Source: an optimization exercise on an open RTL-to-GDS flow (aim: small area, a short achievable clock period and few clock cycles per item). Production flows keep margins and buffers that such runs may drop.
RTL that was checked went through simulation tests only; none was proved equivalent to the original.
Only the layout flow was run in runs 2 and 3; the RTL was not checked for function there.
Power is estimated from default activity; no workload was simulated.

$ cat flow/config.mk
export PLATFORM = sky130hd
export DESIGN_NAME = ahbm_dma
export DESIGN_NICKNAME = ahbm_dma
export VERILOG_FILES = /design/flow/design.v
export SDC_FILE = /design/flow/constraint.sdc
export NUM_CORES = 4
export LEC_CHECK = 0
export CAP_MARGIN = 20
export CORE_MARGIN = 2
export CORE_UTILIZATION = 55
export CTS_BUF_LIST = sky130_fd_sc_hd__clkbuf_16
export CTS_CLUSTER_DIAMETER = 100
export CTS_CLUSTER_SIZE = 25
export SETUP_SLACK_MARGIN = 1.3
export SLEW_MARGIN = 20
export SYNTH_HIERARCHICAL = 1
export SYNTH_MINIMUM_KEEP_SIZE = 0
$ cat flow/constraint.sdc
create_clock -name core_clock -period 3.5 [get_ports {hclk}]
set_input_delay 0.7000 -clock core_clock [delete_from_list [all_inputs] [get_ports {hclk}]]
set_output_delay 0.7000 -clock core_clock [all_outputs]
set_load 0.01 [all_outputs]
$ cat flow/design.v
`default_nettype none
package ahbm_pkg;
   localparam int HADDR_W    = 32;
   localparam int HDATA_W    = 32;
   localparam int BUF_IDX_W  = 6;     
   localparam int BUF_DEPTH  = 64;
   localparam int BEAT_CNT_W = 4;     
   localparam logic [1:0] IDLE   = 2'b00;
   localparam logic [1:0] NONSEQ = 2'b10;
   localparam logic [1:0] SEQ    = 2'b11;
   localparam logic [2:0] WORD   = 3'b010;
endpackage
`default_nettype wire
`timescale 1ns/1ps
`default_nettype none
module ahbm_aoi22 (
   input  wire  a1,
   input  wire  a2,
   input  wire  b1,
   input  wire  b2,
   output wire  y
);
   assign y = ~((a1 & a2) | (b1 & b2));
endmodule
module ahbm_nand4 (
   input  wire  a,
   input  wire  b,
   input  wire  c,
   input  wire  d,
   output wire  y
);
   assign y = ~(a & b & c & d);
endmodule
module ahbm_rd_bit (
   input  wire [63:0]  d_i,
   input  wire [7:0]   lo_i,      
   input  wire [7:0]   hi_i,      
   output wire         q_o
);
   wire [31:0] g_n;
   wire [7:0]  g;
   wire [3:0]  f_n;
   for (genvar k = 0; k < 32; k++) begin : g_aoi
      assign g_n[k] = ~((d_i[2*k] & lo_i[(2*k)%8]) | (d_i[2*k+1] & lo_i[(2*k+1)%8]));
   end
   for (genvar k = 0; k < 8; k++) begin : g_nand
      assign g[k] = ~(g_n[4*k] & g_n[4*k+1] & g_n[4*k+2] & g_n[4*k+3]);
   end
   for (genvar k = 0; k < 4; k++) begin : f_aoi
      assign f_n[k] = ~((g[2*k] & hi_i[2*k]) | (g[2*k+1] & hi_i[2*k+1]));
   end
   assign q_o = ~(f_n[0] & f_n[1] & f_n[2] & f_n[3]);
endmodule
module ahbm_word_buffer (
   input  wire                             hclk,
   input  wire                             wr_en_i,
   input  wire [7:0]                       wr_lo_i,    
   input  wire [7:0]                       wr_hi_i,    
   input  wire [ahbm_pkg::HDATA_W-1:0]     wr_data_i,
   input  wire [31:0]                      rd_lo_i,    
   input  wire [7:0]                       rd_hi_i,    
   output logic [ahbm_pkg::HDATA_W-1:0]    rd_data_o
);
   logic [ahbm_pkg::HDATA_W-1:0]   mem [ahbm_pkg::BUF_DEPTH];
   always_ff @(posedge hclk) begin
      for (int i = 0; i < ahbm_pkg::BUF_DEPTH; i++) begin
         if (wr_en_i && wr_hi_i[i/8] && wr_lo_i[i%8]) mem[i] <= wr_data_i;
      end
   end
   for (genvar b = 0; b < ahbm_pkg::HDATA_W; b++) begin : g_rd
      logic [63:0] col;
      for (genvar i = 0; i < ahbm_pkg::BUF_DEPTH; i++) begin : g_col
         assign col[i] = mem[i][b];
      end
      ahbm_rd_bit u_rd (.d_i(col), .lo_i(rd_lo_i[8*(b/8) +: 8]), .hi_i(rd_hi_i), .q_o(rd_data_o[b]));
   end
endmodule
`default_nettype wire
`timescale 1ns/1ps
`default_nettype none
module ahbm_data_phase (
   input  wire                                hclk,
   input  wire                                hreset,
   input  wire                                cmd_accept_i,
   output logic                               busy_o,
   input  wire [1:0]                          htrans_i,
   input  wire                                hwrite_i,
   input  wire                                last_i,
   input  wire [7:0]                          idx_lo_i,     
   input  wire [7:0]                          idx_hi_i,     
   input  wire                                hready_i,
   input  wire [ahbm_pkg::HDATA_W-1:0]        hrdata_i,
   output logic [ahbm_pkg::HDATA_W-1:0]       hwdata_o,
   output logic                               buf_wr_en_o,
   output logic [7:0]                         buf_wr_lo_o,
   output logic [7:0]                         buf_wr_hi_o,
   output logic [ahbm_pkg::HDATA_W-1:0]       buf_wr_data_o,
   input  wire [ahbm_pkg::HDATA_W-1:0]        buf_rd_data_i
);
   logic                            dp_valid;
   logic                            dp_last;
   logic [7:0]                      dp_lo;
   logic [7:0]                      dp_rd_hi;      
   logic                            dp_done;
   assign dp_done = dp_valid && hready_i;
   assign buf_wr_en_o   = hready_i;
   assign buf_wr_lo_o   = dp_lo;
   assign buf_wr_hi_o   = dp_rd_hi;
   assign buf_wr_data_o = hrdata_i;
   always_ff @(posedge hclk) begin
      if (!hreset) begin
         dp_valid    <= 1'b0;
         dp_rd_hi    <= '0;
         busy_o      <= 1'b0;
      end else begin
         if (hready_i) begin
            dp_valid <= htrans_i[1];
            dp_rd_hi <= (htrans_i[1] && !hwrite_i) ? idx_hi_i : 8'b0;
         end
         if (cmd_accept_i)           busy_o <= 1'b1;
         else if (dp_done && dp_last) busy_o <= 1'b0;
      end
   end
   always_ff @(posedge hclk) begin
      if (hready_i) begin
         dp_last  <= last_i;
         dp_lo    <= idx_lo_i;
      end
      if (htrans_i[1] && hwrite_i && hready_i) hwdata_o <= buf_rd_data_i;
   end
endmodule
`default_nettype wire
`timescale 1ns/1ps
`default_nettype none
module ahbm_sequencer (
   input  wire                                hclk,
   input  wire                                hreset,
   input  wire                                cmd_valid_i,
   input  wire                                cmd_write_i,
   input  wire [2:0]                          cmd_burst_i,
   input  wire [ahbm_pkg::HADDR_W-1:0]        cmd_addr_i,
   input  wire                                busy_i,
   input  wire                                hgrant_i,
   output logic                               hbusreq_o,
   input  wire                                hready_i,
   output logic [1:0]                         htrans_o,
   output logic                               hwrite_o,
   output logic [2:0]                         hburst_o,
   output logic [ahbm_pkg::HADDR_W-1:0]       haddr_o,
   output logic                               last_o,      
   output logic [7:0]                         idx_lo_o,    
   output logic [7:0]                         idx_hi_o,    
   output logic [31:0]                        rd_lo_o      
);
   logic                               own_q;         
   logic                               own;           
   logic                               cmd_accept;
   logic                               beat_accept;
   logic [ahbm_pkg::BEAT_CNT_W-1:0]    beats_left;    
   logic [ahbm_pkg::HADDR_W-1:0]       haddr_q;       
   logic [ahbm_pkg::HADDR_W-1:0]       haddr_d;
   function automatic logic [ahbm_pkg::BEAT_CNT_W-1:0] burst_left(input logic [2:0] burst);
      case (burst)
         3'b011:  burst_left = 4'd3;      
         3'b101:  burst_left = 4'd7;      
         3'b111:  burst_left = 4'd15;     
         default: burst_left = 4'd0;      
      endcase
   endfunction
   assign own         = hready_i ? hgrant_i : own_q;
   assign cmd_accept  = cmd_valid_i && !busy_i;
   assign beat_accept = htrans_o[1] && hready_i;
   assign last_o      = (beats_left == '0);
   always_ff @(posedge hclk) begin
      if (!hreset) own_q <= hready_i && hgrant_i;
      else         own_q <= own;
   end
   always_comb begin
      if (cmd_accept)                   haddr_d = cmd_addr_i;
      else                              haddr_d = haddr_q + ahbm_pkg::HADDR_W'(4);
   end
   always_ff @(posedge hclk) begin
      haddr_o <= (cmd_accept || (beat_accept && !last_o)) ? haddr_d : haddr_q;
      haddr_q <= (cmd_accept || (beat_accept && !last_o)) ? haddr_d : haddr_o;
   end
   for (genvar k = 0; k < 4; k++) begin : g_rd_lo
      wire [7:0] src = rd_lo_o[8*((k+1)%4) +: 8];
      always_ff @(posedge hclk) begin
         if (cmd_accept)                   rd_lo_o[8*k +: 8] <= 8'b1 << cmd_addr_i[4:2];
         else if (beat_accept && !last_o)  rd_lo_o[8*k +: 8] <= {src[6:0], src[7]};
         else                              rd_lo_o[8*k +: 8] <= src;
      end
   end
   always_ff @(posedge hclk) begin
      if (cmd_accept) begin
         hwrite_o   <= cmd_write_i;
         hburst_o   <= cmd_burst_i;
         beats_left <= burst_left(cmd_burst_i);
         idx_lo_o   <= 8'b1 << cmd_addr_i[4:2];
         idx_hi_o   <= 8'b1 << cmd_addr_i[7:5];
      end else if (beat_accept && !last_o) begin
         beats_left <= beats_left - 1'b1;
         idx_lo_o   <= {idx_lo_o[6:0], idx_lo_o[7]};
         if (idx_lo_o[7]) idx_hi_o <= {idx_hi_o[6:0], idx_hi_o[7]};
      end
   end
   always_ff @(posedge hclk) begin
      if (!hreset) begin
         hbusreq_o <= 1'b0;
         htrans_o  <= ahbm_pkg::IDLE;
      end else if (cmd_accept) begin
         hbusreq_o <= !own;
         htrans_o  <= own ? ahbm_pkg::NONSEQ : ahbm_pkg::IDLE;
      end else if (hbusreq_o) begin
         if (own) begin
            hbusreq_o <= 1'b0;
            htrans_o  <= ahbm_pkg::NONSEQ;
         end
      end else if (beat_accept) begin
         htrans_o  <= last_o ? ahbm_pkg::IDLE : ahbm_pkg::SEQ;
      end
   end
endmodule
`default_nettype wire
`timescale 1ns/1ps
`default_nettype none
module ahbm_top (
   input  wire          hclk,
   input  wire          hreset,
   input  wire          cmd_write_i,
   input  wire [2:0]    cmd_burst_i,
   input  wire [31:0]   cmd_addr_i,
   input  wire          cmd_valid_i,
   output logic         busy_o,
   input  wire          hgrant_i,
   output logic         hbusreq_o,
   output logic [1:0]   htrans_o,
   output logic         hwrite_o,
   output logic [2:0]   hsize_o,
   output logic [2:0]   hburst_o,
   output logic [31:0]  haddr_o,
   input  wire          hready_i,
   output logic [31:0]  hwdata_o,
   input  wire [31:0]   hrdata_i
);
   logic                             last;
   logic [7:0]                       idx_lo, idx_hi;
   logic [31:0]                      rd_lo;
   logic                             buf_wr_en;
   logic [7:0]                       buf_wr_lo, buf_wr_hi;
   logic [ahbm_pkg::HDATA_W-1:0]     buf_wr_data;
   logic [ahbm_pkg::HDATA_W-1:0]     buf_rd_data;
   assign hsize_o = ahbm_pkg::WORD;
   ahbm_sequencer sequencer_inst (
      .hclk        (hclk),
      .hreset      (hreset),
      .cmd_valid_i (cmd_valid_i),
      .cmd_write_i (cmd_write_i),
      .cmd_burst_i (cmd_burst_i),
      .cmd_addr_i  (cmd_addr_i),
      .busy_i      (busy_o),
      .hgrant_i    (hgrant_i),
      .hbusreq_o   (hbusreq_o),
      .hready_i    (hready_i),
      .htrans_o    (htrans_o),
      .hwrite_o    (hwrite_o),
      .hburst_o    (hburst_o),
      .haddr_o     (haddr_o),
      .last_o      (last),
      .idx_lo_o    (idx_lo),
      .idx_hi_o    (idx_hi),
      .rd_lo_o     (rd_lo)
   );
   ahbm_data_phase data_phase_inst (
      .hclk          (hclk),
      .hreset        (hreset),
      .cmd_accept_i  (cmd_valid_i && !busy_o),
      .busy_o        (busy_o),
      .htrans_i      (htrans_o),
      .hwrite_i      (hwrite_o),
      .last_i        (last),
      .idx_lo_i      (idx_lo),
      .idx_hi_i      (idx_hi),
      .hready_i      (hready_i),
      .hrdata_i      (hrdata_i),
      .hwdata_o      (hwdata_o),
      .buf_wr_en_o   (buf_wr_en),
      .buf_wr_lo_o   (buf_wr_lo),
      .buf_wr_hi_o   (buf_wr_hi),
      .buf_wr_data_o (buf_wr_data),
      .buf_rd_data_i (buf_rd_data)
   );
   ahbm_word_buffer word_buffer_inst (
      .hclk      (hclk),
      .wr_en_i   (buf_wr_en),
      .wr_lo_i   (buf_wr_lo),
      .wr_hi_i   (buf_wr_hi),
      .wr_data_i (buf_wr_data),
      .rd_lo_i   (rd_lo),
      .rd_hi_i   (idx_hi),
      .rd_data_o (buf_rd_data)
   );
endmodule
`default_nettype wire
`timescale 1ns/1ps
`default_nettype none
module ahbm_dma (
   input  wire          hclk,
   input  wire          hreset,         
   input  wire          cmd_write_i,
   input  wire [2:0]    cmd_burst_i,
   input  wire [31:0]   cmd_addr_i,
   input  wire          cmd_valid_i,
   output wire          busy_o,
   input  wire          hgrant_i,
   output wire          hbusreq_o,
   output wire [1:0]    htrans_o,
   output wire          hwrite_o,
   output wire [2:0]    hsize_o,
   output wire [2:0]    hburst_o,
   output wire [31:0]   haddr_o,
   input  wire          hready_i,
   input  wire [1:0]    hresp_i,
   output wire [31:0]   hwdata_o,
   input  wire [31:0]   hrdata_i
);
   ahbm_top ahbm_top_inst (
      .hclk        (hclk),
      .hreset      (hreset),
      .cmd_write_i (cmd_write_i),
      .cmd_burst_i (cmd_burst_i),
      .cmd_addr_i  (cmd_addr_i),
      .cmd_valid_i (cmd_valid_i),
      .busy_o      (busy_o),
      .hgrant_i    (hgrant_i),
      .hbusreq_o   (hbusreq_o),
      .htrans_o    (htrans_o),
      .hwrite_o    (hwrite_o),
      .hsize_o     (hsize_o),
      .hburst_o    (hburst_o),
      .haddr_o     (haddr_o),
      .hready_i    (hready_i),
      .hwdata_o    (hwdata_o),
      .hrdata_i    (hrdata_i)
   );
endmodule
`default_nettype wire
$ cat flow/run.sh
#!/bin/bash
# synth_recipe.tcl (not shown) runs the flow's synth.tcl, then flattens the netlist and writes it again
# the make line also repeats each setting of config.mk as NAME=value (left out here)
make -C /OpenROAD-flow-scripts/flow DESIGN_CONFIG=/design/flow/config.mk WORK_HOME=/design/flow/orfs CLKGATE_MAP_FILE= SYNTH_SCRIPT=/design/flow/synth_recipe.tcl finish
==> key figures, run 1 <==
Clock tree
  • Clk root buf: clkbuf_16
  • H-tree Lvls: 3
  • Skew-Pair Late Insertion Delay: 0.78 ns
  • # hold bufs at CTS: 0
  • Reg clk slew, reported paths: 0.10 ns
  • Longest Clk Path Bufs: 3
  • Clock sink count: 2223
  • TritonCTS clock tree: built
  • Num CTS Buffers: 99

STA
  • Min Tclk post-route: 2.343 ns
  • Setup TNS: 0 ns
  • Slew headroom: 23.10%
  • Fin crit share: 66.94%
  • Worst-Margin Slew: 1.154 ns
  • Fin. max-slew vios: 0
  • RSZ-0062 raised after global routing: true
  • Final Hold Vio Count: 0
  • Skew final: 0.03725 ns
  • Final-report setup violation count: 0
  • Fmax: 0.4269 GHz

Floorplanning
  • Die area: 0.1537 mm²
  • Initial Util: 55.31%
  • IO Pins: 150
  • Die Ht: 392.1 µm
  • Standard-cell rows: 142
  • Core area: 0.1498 mm²
  • Die width: 392.1 µm

Synth
  • Mapped Area: 0.08284 mm²
  • Synth Flop Type: edfxtp_1
  • Avg Inst Size Synth: 18.21 µm²
  • Yosys top cell by area: edfxtp_1
  • Synth Area in Compound Gates: 11.46%
  • Number of synthesized flops with an enable pin: 2113
  • Adder-cell share of the synthesized area: 0.03021%
  • Xor-xnor portion of the synthesized cell area: 0.5709%
  • Flops & latches, synth: 2223
  • Mux share of post-synthesis cell area: 0.4380%
  • Top cell type's share of synthesized area: 76.59%
  • Synth Warn #: 10
  • Post-Synth Simple-Gate Area: 4.172%
  • Synth top area cells: edfxtp_1, a22oi_1, buf_6
  • Largest family of logic cells by synthesized area: compound AO/OA/AOI/OAI gates
  • Synth cell types: 55
  • Async set or reset register ratio after synthesis: 0%
  • Sequential area share after synthesis: 79.25%
  • Post-synthesis cell count: 4549

Setup path
  • CP peak stage delay: 0.46 ns
  • Critical R2R Capture: ahbm_top_inst.data_phase_inst.hwdata_o[11]
  • Worst path cell trace: buf_6 > a22oi_2 > nand4_1 > a22oi_2 > nand4_1
  • Crit path arrival time: 2.68 ns
  • WP buf/inv: 1
  • Crit Path Max Fanout: 6
  • FF-to-FF path depth: 5
  • CP delay by family, top: simple AND/OR/NAND/NOR gates
  • Slowest cell on crit path: dfxtp_4
  • Crit start category: flop
  • Reg2Reg Setup Slack: 1.16 ns
  • Worst Setup End Kind: flop
  • CP Class: flop to flop
  • Worst R2R Start: ahbm_top_inst.sequencer_inst.rd_lo_o[13]
  • WP data required: 3.83 ns

Route
  • Routed WL: 258600 µm
  • Pre-antenna DRT Iters: 6
  • Remaining antenna violation count after routing: 0
  • Via-to-Cell Ratio: 7.002
  • DR iter-0 viols: 7244
  • Drt drc: 0
  • DR WL/cell: 37.91 µm
  • Routed vias: 47770

Place
  • HPWL Detailed: 136200 µm
  • Placed cells: 6600
  • # port buffers: 144
  • Final Wtd Congestion: 0.8104

Cells and area
  • Nets: 4851
  • Final design utilization: 60.30%
  • Share of cells above drive strength 1: 14.32%
  • Area occupied by registers: 0.06577 mm²
  • Area of the multi-input gates: 0.01435 mm²
  • Number of fill cells: 10990
  • Non-filler cells, final: 6822
  • Area growth syn-to-layout: 9.017%

Power and ir drop
  • Power Total: 48.10 mW
  • Leak pwr: 27.69 nW
  • Worst vdd ir: 0.0004831 V
  • PD cells: 532.6 mW/mm²

Global route
  • Grt ovf: 0
  • First-pass GRT wire length: 352400 µm
  • Total GRT Usage: 33.27%
  • Vias in the first global route: 44760
  • Largest net degree at the start of global routing: 93
  • Initial antenna violation count: 14

Run status
  • Status: timing/DRC/antenna clean

Worst hold path
  • Worst Hold Depth: 2
  • Hold Path Origin: hready_i
  • Worst Hold Class: input pin to flop
  • Hold EP: ahbm_top_inst.sequencer_inst.own_q

Job
  • MaxCap Viol Count: 0
-- placed cells by master, fill, tap and decap left out, types with 25 or more instances in the layout --
master	Yosys	routed
a22oi_1	1152	1075
a22oi_2	0	77
and3_2	0	64
buf_12	0	87
buf_4	70	235
clkbuf_16	0	101
clkdlybuf4s50_1	0	44
dfxtp_1	110	73
dfxtp_4	0	27
dlygate4sd2_1	0	56
edfxtp_1	2113	2113
inv_1	8	25
mux2i_1	34	34
nand2_1	82	81
nand3_1	28	27
nand4_1	305	305
nor2_1	27	26
o21ai_0	80	80
xnor2_1	32	32
-- worst register-to-register path, delay by kind of cell (launching register included) --
kind,cells,cell delay (ns)
compound gates,2,0.46
flops,1,0.46
simple gates,2,0.81
buf+inv,1,0.18
-- state kept, by name, indices dropped and copies added, names as in the netlist, 3 cells and up --
name / flops
ahbm_top_inst.sequencer_inst.idx_lo_o: 8
ahbm_top_inst.sequencer_inst.idx_hi_o: 8
ahbm_top_inst.sequencer_inst.haddr_q: 32
ahbm_top_inst.data_phase_inst.dp_lo: 8
ahbm_top_inst.sequencer_inst.hburst_o: 3
ahbm_top_inst.data_phase_inst.dp_rd_hi: 8
ahbm_top_inst.word_buffer_inst.mem: 2048
ahbm_top_inst.sequencer_inst.haddr_o: 32
ahbm_top_inst.sequencer_inst.beats_left: 4
ahbm_top_inst.data_phase_inst.hwdata_o: 32
ahbm_top_inst.sequencer_inst.rd_lo_o: 32
-- per-module statistics from Yosys, one instance, submodules excluded, excerpt --
module,area [µm²],copies in the design
ahbm_data_phase,1953,1
ahbm_rd_bit,412.9,32
ahbm_sequencer,5655,1
ahbm_top,43.79,1
ahbm_word_buffer,61980,1
-- cells in the mapped netlist (27+ instances only) --
library cell and n:
and3_1 70, nand4_1 305, nand2_1 82, clkbuf_1 28, buf_4 70, nand3_1 28
o21ai_0 80, xnor2_1 32, nor2_1 27, a22oi_1 1152, edfxtp_1 2113, buf_6 233
mux2i_1 34, dfxtp_1 110
-- metal layers --
metal	up-vias	routed length, µm	GRT usage, %
li1	19310	-	-
met1	24810	98530	47.33
met2	3151	118700	50.82
met3	478	31190	7.122
met4	12	10100	12.68
met5	-	87	0
-- cells by family after synthesis --
kind of cell,Yosys count
flip-flops,2223
AO/OA/AOI/OAI,1298
AND/OR/NAND/NOR,581
buffers and inverters,353
XOR/XNOR,54
multiplexers,36
adder cells (fa/ha/maj),2
other,2
-- cell type report --
cell class                 instances  area share [%]
antenna                            7         0.01940
clock buffer                     100           2.771
clock inverter                    26          0.1801
inverter                           8         0.03464
multi-input combinational       1976           15.89
sequential                      2223           72.82
tap                             2016           2.793
timing repair buffer             466           5.488
-- power breakdown --
part / total [mW] / switching (mW) / leakage, nW / internal [mW]
clock: 13.1 / 7.92 / 1.37 / 5.20
sequential: 30.0 / 0.633 / 19.9 / 29.4
combinational: 4.98 / 3.28 / 6.37 / 1.71
total: 48.1 / 11.8 / 27.7 / 36.3
-- through the flow --
stage | instance area, µm² | hold slack, ns | setup WS [ns]
3_3_place_gp | 85880 | 0.4266 | 0.6184
3_5_place_dp | 85880 | 0.4358 | 0.5902
6_report | 90310 | 0.3074 | 1.157
4_1_cts | 89680 | 0.2680 | 1.238
2_1_floorplan | 82920 | 0.4134 | 1.344
5_1_grt | 90300 | 0.3174 | 1.143
-- worst max path at each step --
stage / endpoint / from / slack [ns] / cells after the start
3_3_place_gp: ahbm_top_inst.sequencer_inst.haddr_q[1] / ahbm_top_inst.sequencer_inst.beats_left[0] / 0.62 / 6
2_1_floorplan: ahbm_top_inst.word_buffer_inst.mem[12][0] / hready_i / 1.34 / 3
6_report: ahbm_top_inst.data_phase_inst.hwdata_o[11] / ahbm_top_inst.sequencer_inst.rd_lo_o[13] / 1.16 / 5
5_1_grt: ahbm_top_inst.data_phase_inst.hwdata_o[11] / ahbm_top_inst.sequencer_inst.rd_lo_o[13] / 1.14 / 5
4_1_cts: ahbm_top_inst.data_phase_inst.hwdata_o[13] / ahbm_top_inst.sequencer_inst.rd_lo_o[8] / 1.24 / 5
3_5_place_dp: ahbm_top_inst.sequencer_inst.haddr_q[1] / ahbm_top_inst.sequencer_inst.beats_left[0] / 0.59 / 6
-- timing repair --
item,in CTS,in global routing
endpoints found under the setup margin,201,73
pin swaps,33,52
buffers inserted,53,31
cloned,2,2
gates resized for setup,177,48
Testbench counts, summed over its fixed seeds: cycles 30,663, beats 17,256.
==> run 2, diff against run 1 <==
--- a/flow/design.v
+++ b/flow/design.v
@@ -83,4 +83,5 @@
    input  wire                                hreset,
-   input  wire                                cmd_accept_i,
+   input  wire                                cmd_valid_i,
    output logic                               busy_o,
+   output logic                               busy_q,       
    input  wire [1:0]                          htrans_i,
@@ -103,4 +104,5 @@
    logic [7:0]                      dp_rd_hi;      
-   logic                            dp_done;
-   assign dp_done = dp_valid && hready_i;
+   logic [ahbm_pkg::HDATA_W-1:0]    hwdata_q;
+   logic                            fetch;         
+   assign fetch = htrans_i[1] && hwrite_i && hready_i;
    assign buf_wr_en_o   = hready_i;
@@ -109,14 +111,21 @@
    assign buf_wr_data_o = hrdata_i;
+   function automatic logic busy_next(input logic hold);
+      if (!hreset)                              busy_next = 1'b0;
+      else if (cmd_valid_i && !busy_q)          busy_next = 1'b1;
+      else if (dp_valid && hready_i && dp_last) busy_next = 1'b0;
+      else                                      busy_next = hold;
+   endfunction
+   always_ff @(posedge hclk) begin
+      busy_o   <= busy_next(busy_q);
+      busy_q   <= busy_next(busy_o);
+      hwdata_o <= fetch ? buf_rd_data_i : hwdata_q;
+      hwdata_q <= fetch ? buf_rd_data_i : hwdata_o;
+   end
    always_ff @(posedge hclk) begin
       if (!hreset) begin
-         dp_valid    <= 1'b0;
-         dp_rd_hi    <= '0;
-         busy_o      <= 1'b0;
-      end else begin
-         if (hready_i) begin
-            dp_valid <= htrans_i[1];
-            dp_rd_hi <= (htrans_i[1] && !hwrite_i) ? idx_hi_i : 8'b0;
-         end
-         if (cmd_accept_i)           busy_o <= 1'b1;
-         else if (dp_done && dp_last) busy_o <= 1'b0;
+         dp_valid <= 1'b0;
+         dp_rd_hi <= '0;
+      end else if (hready_i) begin
+         dp_valid <= htrans_i[1];
+         dp_rd_hi <= (htrans_i[1] && !hwrite_i) ? idx_hi_i : 8'b0;
       end
@@ -128,3 +137,2 @@
       end
-      if (htrans_i[1] && hwrite_i && hready_i) hwdata_o <= buf_rd_data_i;
    end
@@ -149,2 +157,4 @@
    output logic [ahbm_pkg::HADDR_W-1:0]       haddr_o,
+   output logic [1:0]                         htrans_q,    
+   output logic                               hwrite_q,
    output logic                               last_o,      
@@ -158,4 +168,7 @@
    logic                               beat_accept;
+   logic                               step;          
    logic [ahbm_pkg::BEAT_CNT_W-1:0]    beats_left;    
-   logic [ahbm_pkg::HADDR_W-1:0]       haddr_q;       
+   logic                               hbusreq_q;
+   logic [2:0]                         hburst_q;
+   logic [ahbm_pkg::HADDR_W-1:0]       haddr_q;
    logic [ahbm_pkg::HADDR_W-1:0]       haddr_d;
@@ -171,4 +184,5 @@
    assign cmd_accept  = cmd_valid_i && !busy_i;
-   assign beat_accept = htrans_o[1] && hready_i;
+   assign beat_accept = htrans_q[1] && hready_i;
    assign last_o      = (beats_left == '0);
+   assign step        = beat_accept && !last_o;
    always_ff @(posedge hclk) begin
@@ -177,9 +191,27 @@
    end
-   always_comb begin
-      if (cmd_accept)                   haddr_d = cmd_addr_i;
-      else                              haddr_d = haddr_q + ahbm_pkg::HADDR_W'(4);
-   end
+   function automatic logic [1:0] htrans_next(input logic [1:0] hold);
+      if (!hreset)                     htrans_next = ahbm_pkg::IDLE;
+      else if (cmd_accept)             htrans_next = own ? ahbm_pkg::NONSEQ : ahbm_pkg::IDLE;
+      else if (hbusreq_q && own)       htrans_next = ahbm_pkg::NONSEQ;
+      else if (beat_accept)            htrans_next = last_o ? ahbm_pkg::IDLE : ahbm_pkg::SEQ;
+      else                             htrans_next = hold;
+   endfunction
+   function automatic logic hbusreq_next(input logic hold);
+      if (!hreset)                     hbusreq_next = 1'b0;
+      else if (cmd_accept)             hbusreq_next = !own;
+      else if (hbusreq_q && own)       hbusreq_next = 1'b0;
+      else                             hbusreq_next = hold;
+   endfunction
+   assign haddr_d = cmd_accept ? cmd_addr_i : haddr_q + ahbm_pkg::HADDR_W'(4);
    always_ff @(posedge hclk) begin
-      haddr_o <= (cmd_accept || (beat_accept && !last_o)) ? haddr_d : haddr_q;
-      haddr_q <= (cmd_accept || (beat_accept && !last_o)) ? haddr_d : haddr_o;
+      htrans_o  <= htrans_next(htrans_q);
+      htrans_q  <= htrans_next(htrans_o);
+      hbusreq_o <= hbusreq_next(hbusreq_q);
+      hbusreq_q <= hbusreq_next(hbusreq_o);
+      hwrite_o  <= cmd_accept ? cmd_write_i : hwrite_q;
+      hwrite_q  <= cmd_accept ? cmd_write_i : hwrite_o;
+      hburst_o  <= cmd_accept ? cmd_burst_i : hburst_q;
+      hburst_q  <= cmd_accept ? cmd_burst_i : hburst_o;
+      haddr_o   <= (cmd_accept || step) ? haddr_d : haddr_q;
+      haddr_q   <= (cmd_accept || step) ? haddr_d : haddr_o;
    end
@@ -188,5 +220,5 @@
       always_ff @(posedge hclk) begin
-         if (cmd_accept)                   rd_lo_o[8*k +: 8] <= 8'b1 << cmd_addr_i[4:2];
-         else if (beat_accept && !last_o)  rd_lo_o[8*k +: 8] <= {src[6:0], src[7]};
-         else                              rd_lo_o[8*k +: 8] <= src;
+         if (cmd_accept)  rd_lo_o[8*k +: 8] <= 8'b1 << cmd_addr_i[4:2];
+         else if (step)   rd_lo_o[8*k +: 8] <= {src[6:0], src[7]};
+         else             rd_lo_o[8*k +: 8] <= src;
       end
@@ -195,4 +227,2 @@
       if (cmd_accept) begin
-         hwrite_o   <= cmd_write_i;
-         hburst_o   <= cmd_burst_i;
          beats_left <= burst_left(cmd_burst_i);
@@ -200,3 +230,3 @@
          idx_hi_o   <= 8'b1 << cmd_addr_i[7:5];
-      end else if (beat_accept && !last_o) begin
+      end else if (step) begin
          beats_left <= beats_left - 1'b1;
@@ -206,18 +236,2 @@
    end
-   always_ff @(posedge hclk) begin
-      if (!hreset) begin
-         hbusreq_o <= 1'b0;
-         htrans_o  <= ahbm_pkg::IDLE;
-      end else if (cmd_accept) begin
-         hbusreq_o <= !own;
-         htrans_o  <= own ? ahbm_pkg::NONSEQ : ahbm_pkg::IDLE;
-      end else if (hbusreq_o) begin
-         if (own) begin
-            hbusreq_o <= 1'b0;
-            htrans_o  <= ahbm_pkg::NONSEQ;
-         end
-      end else if (beat_accept) begin
-         htrans_o  <= last_o ? ahbm_pkg::IDLE : ahbm_pkg::SEQ;
-      end
-   end
 endmodule
@@ -246,2 +260,5 @@
    logic                             last;
+   logic                             busy_q;
+   logic [1:0]                       htrans_q;
+   logic                             hwrite_q;
    logic [7:0]                       idx_lo, idx_hi;
@@ -260,3 +277,3 @@
       .cmd_addr_i  (cmd_addr_i),
-      .busy_i      (busy_o),
+      .busy_i      (busy_q),
       .hgrant_i    (hgrant_i),
@@ -268,2 +285,4 @@
       .haddr_o     (haddr_o),
+      .htrans_q    (htrans_q),
+      .hwrite_q    (hwrite_q),
       .last_o      (last),
@@ -276,6 +295,7 @@
       .hreset        (hreset),
-      .cmd_accept_i  (cmd_valid_i && !busy_o),
+      .cmd_valid_i   (cmd_valid_i),
       .busy_o        (busy_o),
-      .htrans_i      (htrans_o),
-      .hwrite_i      (hwrite_o),
+      .busy_q        (busy_q),
+      .htrans_i      (htrans_q),
+      .hwrite_i      (hwrite_q),
       .last_i        (last),
--- a/flow/config.mk
+++ b/flow/config.mk
@@ -10,6 +10,3 @@
 export CORE_UTILIZATION = 55
-export CTS_BUF_LIST = sky130_fd_sc_hd__clkbuf_16
-export CTS_CLUSTER_DIAMETER = 100
-export CTS_CLUSTER_SIZE = 25
-export SETUP_SLACK_MARGIN = 1.3
+export SETUP_SLACK_MARGIN = 1.5
 export SLEW_MARGIN = 20
==> key figures, run 2 <==
Synth
  • Synth top area cells: edfxtp_1, a22oi_1, dfxtp_1
  • Synth Flop Type: edfxtp_1
  • Synth Warn #: 10
  • Mapped Area: 0.08425 mm²
  • Yosys top cell by area: edfxtp_1
  • Post-synth top cells: edfxtp_1, a22oi_1, nand4_1
  • Post-synthesis cell count: 4691
  • Flops & latches, synth: 2263
  • Most common cell in the synthesized netlist: edfxtp_1
  • Synth cell types: 53
  • Sequential area share after synthesis: 78.45%
  • Async set or reset register ratio after synthesis: 0%
  • Avg Inst Size Synth: 17.96 µm²
  • Number of synthesized flops with an enable pin: 2077
  • Top cell type's share of synthesized area: 74.03%

Clock tree
  • H-tree Lvls: 4
  • Num CTS Buffers: 217
  • TritonCTS clock tree: built
  • Skew-Pair Late Insertion Delay: 0.87 ns
  • # hold bufs at CTS: 0
  • Clk root buf: clkbuf_16
  • Clock sink count: 2263
  • Reg clk slew, reported paths: 0.06 ns
  • Longest Clk Path Bufs: 3

Cells and area
  • Number of fill cells: 10310
  • Largest Register: ahbm_top_inst.word_buffer_inst.mem
  • Most common cell after layout, fill and taps aside: edfxtp_1
  • Finished Cell Area: 0.1001 mm²
  • Most frequent cells in the layout: edfxtp_1, a22oi_1, nand4_1, a22oi_2, clkbuf_16
  • Max reg flops: 2048
  • Nets: 5247
  • Area growth syn-to-layout: 18.85%
  • Share of cells above drive strength 1: 26.97%
  • Non-filler cells, final: 7395

STA
  • Fin. max-slew vios: 0
  • Final Hold Vio Count: 0
  • Final-report setup violation count: 0
  • Fin crit share: 60.09%
  • Slack of the critical path: 1.397 ns
  • RSZ-0062 raised after global routing: true
  • Fmax: 0.4755 GHz
  • Skew final: 0.03287 ns
  • Min Tclk post-route: 2.103 ns
  • Setup TNS: 0 ns
  • Slew headroom: 24.55%
  • Worst-Margin Slew: 1.132 ns

Global route
  • Grt ovf: 0
  • Vias in the first global route: 47830
  • Top Usage Layer GRT: met2
  • First-pass GRT wire length: 357900 µm
  • Initial antenna violation count: 8
  • Largest net degree at the start of global routing: 90
  • M2 GR Usage: 51.64%
  • Met3 Usage GRT: 6.632%
  • Total GRT Usage: 32.45%
  • Fraction of met1 tracks used by global routing: 44.96%

Setup path
  • FF-to-FF path depth: 6
  • CP Class: flop to flop
  • Crit path arrival time: 2.86 ns
  • CP Capture Point: ahbm_top_inst.data_phase_inst.hwdata_q[3]
  • WP data required: 4.25 ns
  • Crit. Startpoint: ahbm_top_inst.sequencer_inst.rd_lo_o[7]
  • Worst R2R Start: ahbm_top_inst.sequencer_inst.rd_lo_o[7]
  • Crit start category: flop
  • Reg2Reg Setup Slack: 1.40 ns
  • Worst Setup End Kind: flop
  • Critical R2R Capture: ahbm_top_inst.data_phase_inst.hwdata_q[3]
  • Crit Path Max Fanout: 8

Route
  • Remaining antenna violation count after routing: 0
  • DR iter-0 viols: 6223
  • Drt drc: 0
  • DR WL/cell: 35.37 µm
  • Via-to-Cell Ratio: 6.748
  • Routed WL: 261600 µm
  • Routed vias: 49900
  • Pre-antenna DRT Iters: 5

Place
  • Placed cells: 6719
  • Final Wtd Congestion: 0.8051
  • Worst slack, placed: 0.7052 ns
  • Placed instance area: 0.08704 mm²
  • HPWL Detailed: 127900 µm
  • # port buffers: 144

Floorplanning
  • IO Pins: 150
  • Die Ht: 395.4 µm
  • Standard-cell rows: 143
  • Die area: 0.1563 mm²
  • Initial Util: 55.40%
  • Core area: 0.1521 mm²
  • Die width: 395.4 µm

Worst hold path
  • Worst Hold Class: input pin to flop

Run status
  • Status: timing/DRC/antenna clean

Power and ir drop
  • PD cells: 614.2 mW/mm²
  • Leak pwr: 32.09 nW
  • Worst vdd ir: 0.0005696 V

Job
  • MaxCap Viol Count: 0
[run 2: cell count changes after synthesis, moves of 36 or more]
cell,delta
o21ai_1,+55
o21ai_0,-41
edfxtp_1,-36
dfxtp_1,+76
mux2_2,+58
[run 2: how the worst min path moves through the flow]
stage                                                        start                                       end  slack (ns)  cells past startpoint
after CTS                                                 hready_i     ahbm_top_inst.data_phase_inst.dp_last        0.16                      1
after global routing                                      hready_i     ahbm_top_inst.data_phase_inst.dp_last        0.19                      1
after detailed placement  ahbm_top_inst.sequencer_inst.hburst_q[1]  ahbm_top_inst.sequencer_inst.hburst_o[1]        0.42                      2
after global placement    ahbm_top_inst.sequencer_inst.hburst_q[0]  ahbm_top_inst.sequencer_inst.hburst_o[0]        0.42                      2
after floorplan           ahbm_top_inst.sequencer_inst.hburst_q[0]  ahbm_top_inst.sequencer_inst.hburst_o[0]        0.40                      2
final                                                     hready_i     ahbm_top_inst.data_phase_inst.dp_last        0.21                      1
[run 2: critical path, cell delays in order, from the launching register on]
cell	delay [ns]
dfxtp_4	0.43
buf_12	0.18
a22oi_2	0.16
nand4_1	0.24
a22oi_2	0.37
nand4_1	0.27
mux2_4	0.34
[run 2: cell families (layout without fill, tap and decap cells)]
| logic type | count (synthesis) | count (layout) | synth area share [%] |
|---|---|---|---|
| AOI/OAI and AO/OA | 1319 | 1319 | 11.41 |
| xor gates and xnor gates | 45 | 45 | 0.4678 |
| adders and majority gates | 3 | 3 | 0.04456 |
| buffers and inverters | 361 | 1030 | 4.109 |
| DFF | 2263 | 2263 | 78.45 |
| muxes | 100 | 100 | 1.310 |
| other | 2 | 7 | 0.008914 |
| and+or+nand+nor | 598 | 598 | 4.203 |
[run 2: cell type report]
class	count	area, µm²	share of cell area [%]
clock inverters	116	964.7	0.9634
flip-flops and latches	2263	66320	66.23
well taps	2030	2540	2.536
repair buffers	614	7823	7.812
multi-input cells	2068	16480	16.46
diodes	4	10.01	0.009996
clock buffers	295	5983	5.975
inverters	5	18.77	0.01874
[run 2: through the flow]
step,utilization [%],hold slack [ns],power [mW]
floorplan,-,0.3991,34.77
global placement,57.23,0.4209,36.96
detailed placement,57.23,0.4192,37.06
CTS,64.13,0.1563,60.81
global route,65.84,0.1930,63.10
finish,65.84,0.2142,61.50
[run 2: Yosys stat by module (local to each module, per instance), excerpt]
| module | flops+latches | cells |
|---|---|---|
| ahbm_data_phase | 84 | 224 |
| ahbm_rd_bit | 0 | 53 |
| ahbm_sequencer | 131 | 647 |
| ahbm_top | 0 | 5 |
| ahbm_word_buffer | 2048 | 2119 |
[run 2: routing by layer]
| metal | routed length [µm] | vias up |
|---|---|---|
| met5 | 40 | - |
| met4 | 10390 | 6 |
| met3 | 27620 | 575 |
| met2 | 123400 | 2960 |
| met1 | 100100 | 25860 |
| li1 | - | 20500 |
[run 2: repair_timing]
| item | CTS | global route |
|---|---|---|
| cloned | 10 | 23 |
| buffers inserted | 166 | 62 |
| endpoints found under the setup margin | 195 | 216 |
| pin swaps | 104 | 207 |
| gates resized for setup | 671 | 291 |
[run 2: report_power, final]
group          internal [mW]  total, mW  switching (mW)
logic                   3.37       7.68            4.31
registers               30.3       30.9           0.645
clock network           12.7       22.9            10.2
total                   46.3       61.5            15.2
==> run 3, diff against run 2 <==
--- a/flow/design.v
+++ b/flow/design.v
@@ -104,3 +104,3 @@
    logic [7:0]                      dp_rd_hi;      
-   logic [ahbm_pkg::HDATA_W-1:0]    hwdata_q;
+   logic [ahbm_pkg::HDATA_W-1:0]    hwdata_q;      
    logic                            fetch;         
@@ -160,3 +160,2 @@
    output logic                               last_o,      
-   output logic [7:0]                         idx_lo_o,    
    output logic [7:0]                         idx_hi_o,    
@@ -228,3 +227,2 @@
          beats_left <= burst_left(cmd_burst_i);
-         idx_lo_o   <= 8'b1 << cmd_addr_i[4:2];
          idx_hi_o   <= 8'b1 << cmd_addr_i[7:5];
@@ -232,4 +230,3 @@
          beats_left <= beats_left - 1'b1;
-         idx_lo_o   <= {idx_lo_o[6:0], idx_lo_o[7]};
-         if (idx_lo_o[7]) idx_hi_o <= {idx_hi_o[6:0], idx_hi_o[7]};
+         if (rd_lo_o[7]) idx_hi_o <= {idx_hi_o[6:0], idx_hi_o[7]};
       end
@@ -263,3 +260,3 @@
    logic                             hwrite_q;
-   logic [7:0]                       idx_lo, idx_hi;
+   logic [7:0]                       idx_hi;
    logic [31:0]                      rd_lo;
@@ -288,3 +285,2 @@
       .last_o      (last),
-      .idx_lo_o    (idx_lo),
       .idx_hi_o    (idx_hi),
@@ -301,3 +297,3 @@
       .last_i        (last),
-      .idx_lo_i      (idx_lo),
+      .idx_lo_i      (rd_lo[7:0]),
       .idx_hi_i      (idx_hi),
--- a/flow/config.mk
+++ b/flow/config.mk
@@ -10,3 +10,6 @@
 export CORE_UTILIZATION = 55
-export SETUP_SLACK_MARGIN = 1.5
+export CTS_BUF_LIST = sky130_fd_sc_hd__clkbuf_16
+export CTS_CLUSTER_DIAMETER = 100
+export CTS_CLUSTER_SIZE = 25
+export SETUP_SLACK_MARGIN = 1.8
 export SLEW_MARGIN = 20
==> key figures, run 3 <==
Cells and area
  • Most frequent cells in the layout: edfxtp_1, a22oi_1, a22oi_2, nand4_1, buf_12
  • Final design utilization: 65.97%
  • Max reg flops: 2048
  • Nets: 5234
  • Area of the multi-input gates: 0.01777 mm²
  • Area growth syn-to-layout: 19.22%
  • Share of cells above drive strength 1: 29.29%
  • Largest Register: ahbm_top_inst.word_buffer_inst.mem
  • Non-filler cells, final: 7272
  • Most common cell after layout, fill and taps aside: edfxtp_1
  • Finished Cell Area: 0.1001 mm²
  • Area occupied by registers: 0.06613 mm²
  • Number of fill cells: 10270

Power and ir drop
  • PD cells: 526.0 mW/mm²
  • Worst vdd ir: 0.0003939 V
  • Leak pwr: 31.54 nW
  • Combinational share of power: 15.5%
  • Int Pwr: 39.36 mW
  • Net load switching power: 13.29 mW
  • Clock power frac: 26.0%
  • Flop pwr share: 58.4%
  • Switching share of power: 25.24%

Floorplanning
  • Die width: 394.7 µm
  • Standard-cell rows: 143
  • Die Ht: 394.7 µm
  • Die area: 0.1558 mm²
  • Initial Util: 55.34%
  • IO Pins: 150
  • Core area: 0.1517 mm²

Worst hold path
  • Worst Hold Class: input pin to flop

Synth
  • Async set or reset register ratio after synthesis: 0%
  • Top cell type's share of synthesized area: 74.00%
  • Number of synthesized flops with an enable pin: 2069
  • Flops & latches, synth: 2255
  • Post-synth top cells: edfxtp_1, a22oi_1, nand4_1
  • Mapped Area: 0.08396 mm²
  • Most common cell in the synthesized netlist: edfxtp_1
  • Synth Flop Type: edfxtp_1
  • Sequential area share after synthesis: 78.43%
  • Yosys top cell by area: edfxtp_1
  • Synth top area cells: edfxtp_1, a22oi_1, dfxtp_1
  • Post-synthesis cell count: 4674
  • Avg Inst Size Synth: 17.96 µm²
  • Synth Warn #: 10
  • Synth cell types: 61

Global route
  • Vias in the first global route: 46940
  • Total GRT Usage: 33.13%
  • First-pass GRT wire length: 362600 µm
  • Largest net degree at the start of global routing: 107
  • Grt ovf: 0
  • Initial antenna violation count: 6

Route
  • Via-to-Cell Ratio: 6.862
  • Routed vias: 49900
  • Remaining antenna violation count after routing: 0
  • Pre-antenna DRT Iters: 7
  • Routed WL: 266700 µm
  • DR WL/cell: 36.67 µm
  • DR iter-0 viols: 7669
  • Drt drc: 0

Setup path
  • WP data required: 4.15 ns
  • Crit path arrival time: 2.78 ns
  • Crit start category: flop
  • Crit Path Max Fanout: 6
  • CP Class: flop to flop
  • Worst Setup End Kind: flop

STA
  • Final Hold Vio Count: 0
  • WHS: 0.3000 ns
  • Fin crit share: 61.09%
  • Fmax: 0.4677 GHz
  • Setup TNS: 0 ns
  • Final-report setup violation count: 0
  • Skew final: 0.03031 ns
  • Min Tclk post-route: 2.138 ns
  • RSZ-0062 raised after global routing: true
  • Slew headroom: 24.34%
  • Fin. max-slew vios: 0
  • Worst-Margin Slew: 1.135 ns

Run status
  • Status: timing/DRC/antenna clean

Place
  • # port buffers: 144
  • Final Wtd Congestion: 0.8210
  • HPWL Detailed: 125900 µm
  • Placed instance area: 0.08681 mm²
  • Placed cells: 6643

Clock tree
  • H-tree Lvls: 3
  • Skew-Pair Late Insertion Delay: 0.77 ns
  • Clock sink count: 2255
  • TritonCTS clock tree: built
  • Num CTS Buffers: 100
  • Longest Clk Path Bufs: 3
  • Clk root buf: clkbuf_16
  • Reg clk slew, reported paths: 0.10 ns

Job
  • MaxCap Viol Count: 0
==> run 3: cell count changes after synthesis, sizes merged, moves of 8 or more <==
cell	delta
xnor2	-8
nand3	+9
nand2	-8
nor2	+13
o21ai	-13
xor2	+10
edfxtp	-8
==> run 3: through the flow <==
stage          setup slack [ns]  total power, mW
3_3_place_gp             0.8370            36.67
2_1_floorplan             1.739            34.67
3_5_place_dp             0.8061            36.77
4_1_cts                   1.441            52.02
5_1_grt                   1.324            54.01
6_report                  1.362            52.65
==> run 3: worst max-delay path: stages (launching register included) <==
cell     delay (ns)
dfxtp_4        0.41
buf_12         0.17
buf_16         0.16
a22oi_2        0.15
nand4_1        0.12
a22oi_2        0.33
nand4_1        0.31
mux2_4         0.35
==> run 3: cells by family after synthesis <==
logic type               share of synthesized area [%]
other                                         0.008945
buffers and inverters                            4.082
flip-flops                                       78.43
AO/OA/AOI/OAI                                    11.38
XOR/XNOR                                        0.4903
adder cells (fa/ha/maj)                        0.04471
AND/OR/NAND/NOR                                  4.255
multiplexers                                     1.301
==> run 3: repair_timing <==
action | in CTS | in global routing
endpoints found under the setup margin | 660 | 1213
buffers inserted | 215 | 136
pin swaps | 273 | 284
resized for setup | 1006 | 299
hold buffers | 0 | 0
gates cloned | 74 | 14
==> run 3: final cells by class <==
type | instances | area share (%)
repair buffers | 714 | 10.63
inverters | 8 | 0.03000
flip-flops and latches | 2255 | 66.06
multi-input cells | 2077 | 17.75
diodes | 1 | 0.002500
clock inverters | 83 | 0.3825
clock buffers | 104 | 2.600
well taps | 2030 | 2.537
==> run 3: final timing paths <==
kind / from / end / slack [ns] / depth (start not counted)
min: hready_i / ahbm_top_inst.sequencer_inst.own_q / 0.30 / 2
max: ahbm_top_inst.sequencer_inst.rd_lo_o[1] / ahbm_top_inst.data_phase_inst.hwdata_o[0] / 1.36 / 7
min reg2reg: ahbm_top_inst.sequencer_inst.hburst_q[1] / ahbm_top_inst.sequencer_inst.hburst_o[1] / 0.42 / 2
max reg2reg: ahbm_top_inst.sequencer_inst.rd_lo_o[1] / ahbm_top_inst.data_phase_inst.hwdata_o[0] / 1.36 / 7
==> run 3: layer usage <==
layer / wire (µm) / global-route usage [%] / up-vias
met5: 0 / 0 / -
met1: 103400 / 48.06 / 26000
met3: 28940 / 5.846 / 440
met4: 11130 / 11.81 / 0
li1: - / - / 20360
met2: 123200 / 50.95 / 3110
==> run 3: power by group through the flow <==
stage / combinational [mW] / sequential, mW / clock [mW]
final: 8.18 / 30.8 / 13.7
after global placement: 5.19 / 31.5 / 0
after CTS: 7.47 / 30.8 / 13.8
after global routing: 8.49 / 30.8 / 14.7
after detailed placement: 5.26 / 31.5 / 0
after floorplan: 3.47 / 31.2 / 0
==> run 3: modules after synthesis, one instance, submodules excluded, excerpt <==
module / copies in the design / area [µm²] / flip-flops and latches
ahbm_word_buffer: 1 / 61980 / 2048
ahbm_sequencer: 1 / 5629 / 123
ahbm_data_phase: 1 / 3109 / 84
ahbm_rd_bit: 32 / 412.9 / 0
ahbm_top: 1 / 30.03 / 0
==> run 4, diff against run 3 <==
--- a/flow/design.v
+++ b/flow/design.v
@@ -104,3 +104,2 @@
    logic [7:0]                      dp_rd_hi;      
-   logic [ahbm_pkg::HDATA_W-1:0]    hwdata_q;      
    logic                            fetch;         
@@ -120,4 +119,3 @@
       busy_q   <= busy_next(busy_o);
-      hwdata_o <= fetch ? buf_rd_data_i : hwdata_q;
-      hwdata_q <= fetch ? buf_rd_data_i : hwdata_o;
+      if (fetch) hwdata_o <= buf_rd_data_i;
    end
@@ -170,3 +168,2 @@
    logic                               hbusreq_q;
-   logic [2:0]                         hburst_q;
    logic [ahbm_pkg::HADDR_W-1:0]       haddr_q;
@@ -211,4 +208,3 @@
       hwrite_q  <= cmd_accept ? cmd_write_i : hwrite_o;
-      hburst_o  <= cmd_accept ? cmd_burst_i : hburst_q;
-      hburst_q  <= cmd_accept ? cmd_burst_i : hburst_o;
+      if (cmd_accept) hburst_o <= cmd_burst_i;
       haddr_o   <= (cmd_accept || step) ? haddr_d : haddr_q;
--- a/flow/config.mk
+++ b/flow/config.mk
@@ -13,3 +13,3 @@
 export CTS_CLUSTER_SIZE = 25
-export SETUP_SLACK_MARGIN = 1.8
+export SETUP_SLACK_MARGIN = 1.6
 export SLEW_MARGIN = 20
==> key figures, run 4 <==
Cells and area
  • Area growth syn-to-layout: 11.49%
  • Most common cell after layout, fill and taps aside: edfxtp_1
  • Largest Register: ahbm_top_inst.word_buffer_inst.mem
  • Nets: 4866
  • Most frequent cells in the layout: edfxtp_1, a22oi_1, nand4_1, a22oi_2, buf_4
  • Max reg flops: 2048
  • Share of cells above drive strength 1: 18.39%
  • Finished Cell Area: 0.09226 mm²

Setup path
  • Critical R2R Capture: ahbm_top_inst.data_phase_inst.hwdata_o[5]
  • Reg2Reg Setup Slack: 1.53 ns
  • Worst path cell trace: buf_2
  • WP data required: 2.80 ns
  • CP peak stage delay: 0.44 ns
  • CP Class: flop to output pin
  • FF-to-FF path depth: 5
  • Crit Path Max Fanout: 1
  • Crit path arrival time: 1.37 ns
  • WP buf/inv: 1
  • CP delay by family, top: flip-flops
  • Crit start category: flop
  • Slowest cell on crit path: edfxtp_1
  • Worst Setup End Kind: output pin
  • Worst R2R Start: ahbm_top_inst.sequencer_inst.rd_lo_o[3]

Power and ir drop
  • PD cells: 530.4 mW/mm²
  • Worst vdd ir: 0.0006358 V
  • Leak pwr: 28.24 nW

Global route
  • Top Usage Layer GRT: met2
  • Total GRT Usage: 32.04%
  • Met3 Usage GRT: 4.815%
  • Fraction of met1 tracks used by global routing: 47.25%
  • Grt ovf: 0
  • M2 GR Usage: 50.19%
  • First-pass GRT wire length: 343500 µm
  • Largest net degree at the start of global routing: 95
  • Vias in the first global route: 44800
  • Initial antenna violation count: 6

Clock tree
  • Longest Clk Path Bufs: 3
  • Clk root buf: clkbuf_16
  • Reg clk slew, reported paths: 0.10 ns
  • # hold bufs at CTS: 0
  • Clock sink count: 2220
  • TritonCTS clock tree: built
  • Skew-Pair Late Insertion Delay: 0.78 ns
  • H-tree Lvls: 3
  • Num CTS Buffers: 99

STA
  • Fmax: 0.4828 GHz
  • Setup TNS: 0 ns
  • Final Hold Vio Count: 0
  • WHS: 0.2553 ns
  • RSZ-0062 raised after global routing: true
  • Skew final: 0.04145 ns
  • Fin. max-slew vios: 0
  • Final-report setup violation count: 0
  • Min Tclk post-route: 2.071 ns
  • Slew headroom: 26.08%
  • Fin crit share: 59.18%
  • Worst-Margin Slew: 1.109 ns

Job
  • MaxCap Viol Count: 0

Synth
  • Post-synth top cells: edfxtp_1, a22oi_1, nand4_1
  • Synth top area cells: edfxtp_1, a22oi_1, buf_6
  • Sequential area share after synthesis: 79.16%
  • Synth Warn #: 10
  • Mapped Area: 0.08275 mm²
  • Async set or reset register ratio after synthesis: 0%
  • Top cell type's share of synthesized area: 76.35%
  • Synth Flop Type: edfxtp_1
  • Number of synthesized flops with an enable pin: 2104
  • Post-synthesis cell count: 4558
  • Yosys top cell by area: edfxtp_1
  • Synth cell types: 59
  • Avg Inst Size Synth: 18.16 µm²
  • Most common cell in the synthesized netlist: edfxtp_1
  • Flops & latches, synth: 2220

Floorplanning
  • Core area: 0.1496 mm²
  • Standard-cell rows: 142
  • Die width: 391.9 µm
  • Die area: 0.1536 mm²
  • IO Pins: 150
  • Initial Util: 55.32%
  • Die Ht: 391.9 µm

Run status
  • Status: timing/DRC/antenna clean

Route
  • Remaining antenna violation count after routing: 0
  • Via-to-Cell Ratio: 6.883
  • Routed WL: 249400 µm
  • Pre-antenna DRT Iters: 6
  • DR iter-0 viols: 6269
  • DR WL/cell: 36.41 µm
  • Routed vias: 47160
  • Drt drc: 0

Place
  • HPWL Detailed: 127000 µm
  • Placed instance area: 0.08549 mm²
  • # port buffers: 144
  • Final Wtd Congestion: 0.8123

Worst hold path
  • Worst Hold Depth: 1
  • Worst Hold Class: input pin to flop
  • Hold EP: ahbm_top_inst.data_phase_inst.dp_last
  • Hold Path Origin: hready_i
## run 4: area by class of cell
type	instances	area, µm²
multi-input cells	1986	15190
clock buffers	101	2527
well taps	2016	2522
repair buffers	471	6085
diodes	2	5.005
inverters	10	45.04
flip-flops and latches	2220	65690
fillers	10810	57340
clock inverters	45	202.7
## run 4: what timing repair did
| action | CTS | global route |
|---|---|---|
| endpoints found under the setup margin | 213 | 214 |
| buffers inserted | 129 | 38 |
| pin swaps | 47 | 95 |
| gates cloned | 13 | 6 |
| gates resized for setup | 507 | 197 |
## run 4: report_power, final
| part | internal [mW] | switching (mW) |
|---|---|---|
| clock | 5.26 | 7.99 |
| sequential | 29.4 | 0.456 |
| combinational | 2.23 | 3.64 |
| total | 36.9 | 12.1 |
## run 4: per-layer routing
layer / vias to the layer above / share of wire, %
met5: - / 0.0056
met4: 2 / 2.8
met3: 332 / 9.5
met2: 2650 / 47
met1: 24780 / 41
li1: 19390 / -
## run 4: worst max-delay path by stage
stage                                                           from                                  endpoint  slack, ns  cells past startpoint
after floorplan                                          cmd_valid_i  ahbm_top_inst.sequencer_inst.idx_hi_o[0]       1.60                      4
after global placement                                   cmd_valid_i  ahbm_top_inst.sequencer_inst.htrans_q[1]       0.81                      7
after detailed placement                               cmd_addr_i[2]  ahbm_top_inst.sequencer_inst.rd_lo_o[28]       0.79                      4
after CTS                 ahbm_top_inst.data_phase_inst.hwdata_o[19]                              hwdata_o[19]       1.38                      1
after global routing      ahbm_top_inst.data_phase_inst.hwdata_o[19]                              hwdata_o[19]       1.41                      1
final                     ahbm_top_inst.data_phase_inst.hwdata_o[19]                              hwdata_o[19]       1.43                      1
## run 4: modules after synthesis (local to each module, per instance), a selection
module,area (µm²),flops+latches
ahbm_word_buffer,61980,2048
ahbm_data_phase,2004,52
ahbm_sequencer,5525,120
ahbm_top,30.03,0
ahbm_rd_bit,412.9,0
## run 4: logic make-up after synthesis
logic type	Yosys count	share of synthesized area, %
xor gates and xnor gates	53	0.5610
muxes	35	0.4264
DFF	2220	79.16
other	2	0.009075
and+or+nand+nor	590	4.237
buffers and inverters	354	4.070
adders and majority gates	3	0.04537
AOI/OAI and AO/OA	1301	11.49
## run 4: stage by stage
stage | utilization, % | instances | worst slack, ns | power [mW]
finish | 61.67 | 6851 | 1.429 | 48.94
global route | 61.67 | 6850 | 1.414 | 50.09
CTS | 60.74 | 6804 | 1.383 | 48.56
detailed placement | 57.15 | 6516 | 0.7914 | 34.88
global placement | 57.15 | 6516 | 0.8062 | 34.84
floorplan | - | 4559 | 1.603 | 33.33
Testbench counts of run 4, summed over its fixed seeds: cycles 30,663, beats 17,256.
==> run 5, diff against run 4 <==
--- a/flow/config.mk
+++ b/flow/config.mk
@@ -9,3 +9,3 @@
 export CORE_MARGIN = 2
-export CORE_UTILIZATION = 55
+export CORE_UTILIZATION = 68
 export CTS_BUF_LIST = sky130_fd_sc_hd__clkbuf_16
@@ -13,2 +13,3 @@
 export CTS_CLUSTER_SIZE = 25
+export PLACE_DENSITY = 0.8
 export SETUP_SLACK_MARGIN = 1.6
==> key figures, run 5 <==
Setup path
  • Worst Setup End Kind: output pin
  • Critical R2R Capture: ahbm_top_inst.sequencer_inst.rd_lo_o[11]
  • Reg2Reg Setup Slack: 1.49 ns
  • WP buf/inv: 1
  • Crit start category: flop
  • Worst R2R Start: ahbm_top_inst.sequencer_inst.beats_left[0]
  • Crit path arrival time: 1.47 ns
  • Worst path cell trace: buf_2
  • WP data required: 2.80 ns
  • Crit Path Max Fanout: 1
  • CP peak stage delay: 0.55 ns
  • Slowest cell on crit path: edfxtp_1
  • CP delay by family, top: flip-flops
  • FF-to-FF path depth: 9
  • CP Class: flop to output pin

STA
  • Setup TNS: 0 ns
  • Worst-Margin Slew: 1.147 ns
  • Final Hold Vio Count: 0
  • Fin crit share: 61.94%
  • Min Tclk post-route: 2.168 ns
  • Fmax: 0.4613 GHz
  • Fin. max-slew vios: 0
  • Slew headroom: 23.52%
  • Skew final: 0.03903 ns
  • RSZ-0062 raised after global routing: true
  • Slack of the critical path: 1.332 ns
  • Final-report setup violation count: 0

Global route
  • Total GRT Usage: 35.30%
  • Largest net degree at the start of global routing: 91
  • Initial antenna violation count: 2
  • Vias in the first global route: 46500
  • First-pass GRT wire length: 316000 µm
  • Grt ovf: 0

Synth
  • Synth Warn #: 10
  • Async set or reset register ratio after synthesis: 0%
  • Number of synthesized flops with an enable pin: 2104
  • Sequential area share after synthesis: 79.16%
  • Synth cell types: 59
  • Flops & latches, synth: 2220
  • Most common cell in the synthesized netlist: edfxtp_1
  • Yosys top cell by area: edfxtp_1
  • Synth top area cells: edfxtp_1, a22oi_1, buf_6
  • Mapped Area: 0.08275 mm²
  • Top cell type's share of synthesized area: 76.35%
  • Synth Flop Type: edfxtp_1
  • Avg Inst Size Synth: 18.16 µm²
  • Post-synthesis cell count: 4558
  • Post-synth top cells: edfxtp_1, a22oi_1, nand4_1

Cells and area
  • Most common cell after layout, fill and taps aside: edfxtp_1
  • Largest Register: ahbm_top_inst.word_buffer_inst.mem
  • Nets: 4751
  • Share of cells above drive strength 1: 14.56%
  • Area growth syn-to-layout: 7.627%
  • Finished Cell Area: 0.08906 mm²
  • Max reg flops: 2048
  • Most frequent cells in the layout: edfxtp_1, a22oi_1, nand4_1, buf_4, clkbuf_16

Worst hold path
  • Worst Hold Depth: 1
  • Worst Hold Class: input pin to flop
  • Hold Path Origin: hready_i
  • Hold EP: ahbm_top_inst.data_phase_inst.dp_last

Route
  • Pre-antenna DRT Iters: 8
  • Routed vias: 47870
  • DR iter-0 viols: 8890
  • Routed WL: 226400 µm
  • Remaining antenna violation count after routing: 0
  • DR WL/cell: 35.75 µm
  • Drt drc: 0
  • Via-to-Cell Ratio: 7.558

Floorplanning
  • Die width: 352.8 µm
  • IO Pins: 150
  • Standard-cell rows: 127
  • Initial Util: 68.79%
  • Die Ht: 352.8 µm
  • Core area: 0.1203 mm²
  • Die area: 0.1245 mm²

Power and ir drop
  • PD cells: 540.3 mW/mm²
  • Leak pwr: 27.19 nW
  • Worst vdd ir: 0.0003906 V

Place
  • Worst slack, placed: 0.5470 ns
  • Final Wtd Congestion: 0.8585
  • HPWL Detailed: 110000 µm
  • # port buffers: 144
  • Placed instance area: 0.08413 mm²

Clock tree
  • TritonCTS clock tree: built
  • Reg clk slew, reported paths: 0.10 ns
  • Longest Clk Path Bufs: 3
  • H-tree Lvls: 3
  • Skew-Pair Late Insertion Delay: 0.74 ns
  • Clock sink count: 2220
  • Clk root buf: clkbuf_16
  • Num CTS Buffers: 99

Run status
  • Status: timing/DRC/antenna clean

Job
  • MaxCap Viol Count: 0
==> run 5: report_power, final <==
group	switching [mW]	total (mW)	internal, mW
combinational	3.27	5.17	1.90
clock	7.75	13.1	5.34
sequential	0.491	29.9	29.4
==> run 5: layer usage <==
metal / part of all wire (%) / GRT usage, %
met2: 45 / 54.02
met3: 15 / 8.382
met5: 0.017 / 0
met4: 6.2 / 17.89
met1: 33 / 48.30
==> run 5: modules after synthesis, one instance, submodules excluded, excerpt <==
module	copies in the design	cell area [µm²]	flip-flops and latches	cells inside
ahbm_top	1	30.03	0	5
ahbm_rd_bit	32	412.9	0	53
ahbm_data_phase	1	2004	52	122
ahbm_sequencer	1	5525	120	616
ahbm_word_buffer	1	61980	2048	2119
==> run 5: repair_timing <==
| item | in CTS | in global routing |
|---|---|---|
| resized for setup | 460 | 111 |
| endpoints found under the setup margin | 248 | 179 |
| hold buffers | 0 | 0 |
| pin swaps | 14 | 36 |
| setup buffers | 57 | 53 |
| cloned | 4 | 6 |
==> run 5: stage by stage <==
step / power [mW] / cells / util, % / hold slack, ns
after floorplan: 33.33 / 4559 / - / 0.4134
after global placement: 34.59 / 6063 / 69.94 / 0.4266
after detailed placement: 34.73 / 6063 / 69.94 / 0.4359
after CTS: 47.36 / 6271 / 73.16 / 0.3331
after global routing: 49.04 / 6331 / 74.03 / 0.3409
final: 48.12 / 6334 / 74.04 / 0.3546
==> run 5: cell type report <==
type / count / area [µm²]
clock buffer: 103 / 2577
tap: 1612 / 2017
fill: 6492 / 31230
antenna: 3 / 7.507
clock inverter: 44 / 201.4
timing repair buffer: 355 / 3794
inverter: 10 / 45.04
multi-input combinational: 1987 / 14730
sequential: 2220 / 65690
==> run 5: worst max path at each step <==
stage	endpoint	cells past startpoint	slack, ns	from
final	hwdata_o[7]	1	1.33	ahbm_top_inst.data_phase_inst.hwdata_o[7]
after global routing	hwdata_o[7]	1	1.33	ahbm_top_inst.data_phase_inst.hwdata_o[7]
after global placement	ahbm_top_inst.sequencer_inst.idx_hi_o[1]	6	0.55	cmd_valid_i
after CTS	hwdata_o[7]	1	1.32	ahbm_top_inst.data_phase_inst.hwdata_o[7]
after detailed placement	ahbm_top_inst.sequencer_inst.idx_hi_o[7]	6	0.55	cmd_valid_i
after floorplan	ahbm_top_inst.sequencer_inst.idx_hi_o[0]	4	1.60	cmd_valid_i
==> run 5: logic make-up (layout without fill, tap and decap cells) <==
kind of cell	count (synthesis)	count (layout)	share of synthesized area, %
flip-flops	2220	2220	79.16
AO/OA/AOI/OAI	1301	1301	11.49
AND/OR/NAND/NOR	590	592	4.237
buffers and inverters	354	512	4.070
XOR/XNOR	53	53	0.5610
multiplexers	35	35	0.4264
adder cells (fa/ha/maj)	3	3	0.04537
other	2	6	0.009075

what the ideal ports hide:
Ports are ideal in the flow. The routed layouts listed here were re-timed in OpenROAD. Step 1: set_driving_cell puts a clkbuf_16 on hclk and a buf_2 on each other input, an assumption about the parent block. Step 2 moves the port delays by t, midway between the first and last clock arrival at a register: inputs arrive t later, outputs are due t later. That takes back most of the time a late clock gives input paths. Slacks: ideal ports / drivers / drivers and shift; pairs: ideal ports / drivers.
run | t, ns | setup WS [ns] | worst slew at a driven data input, ns
run 1 | 0.845 | 1.157 / 1.157 / 0.880 | 0.19
run 2 | 0.935 | 1.397 / 1.347 / 0.853 | 0.12
run 3 | 0.839 | 1.362 / 1.362 / 0.959 | 0.17
run 4 | 0.839 | 1.429 / 1.348 / 0.919 | 0.17
run 5 | 0.796 | 1.332 / 1.252 / 0.818 | 0.15
After both steps every run listed still meets setup and hold. For run 2, which loses most, drivers alone change the setup slack by -0.050 ns; drivers and shift together by -0.544 ns.
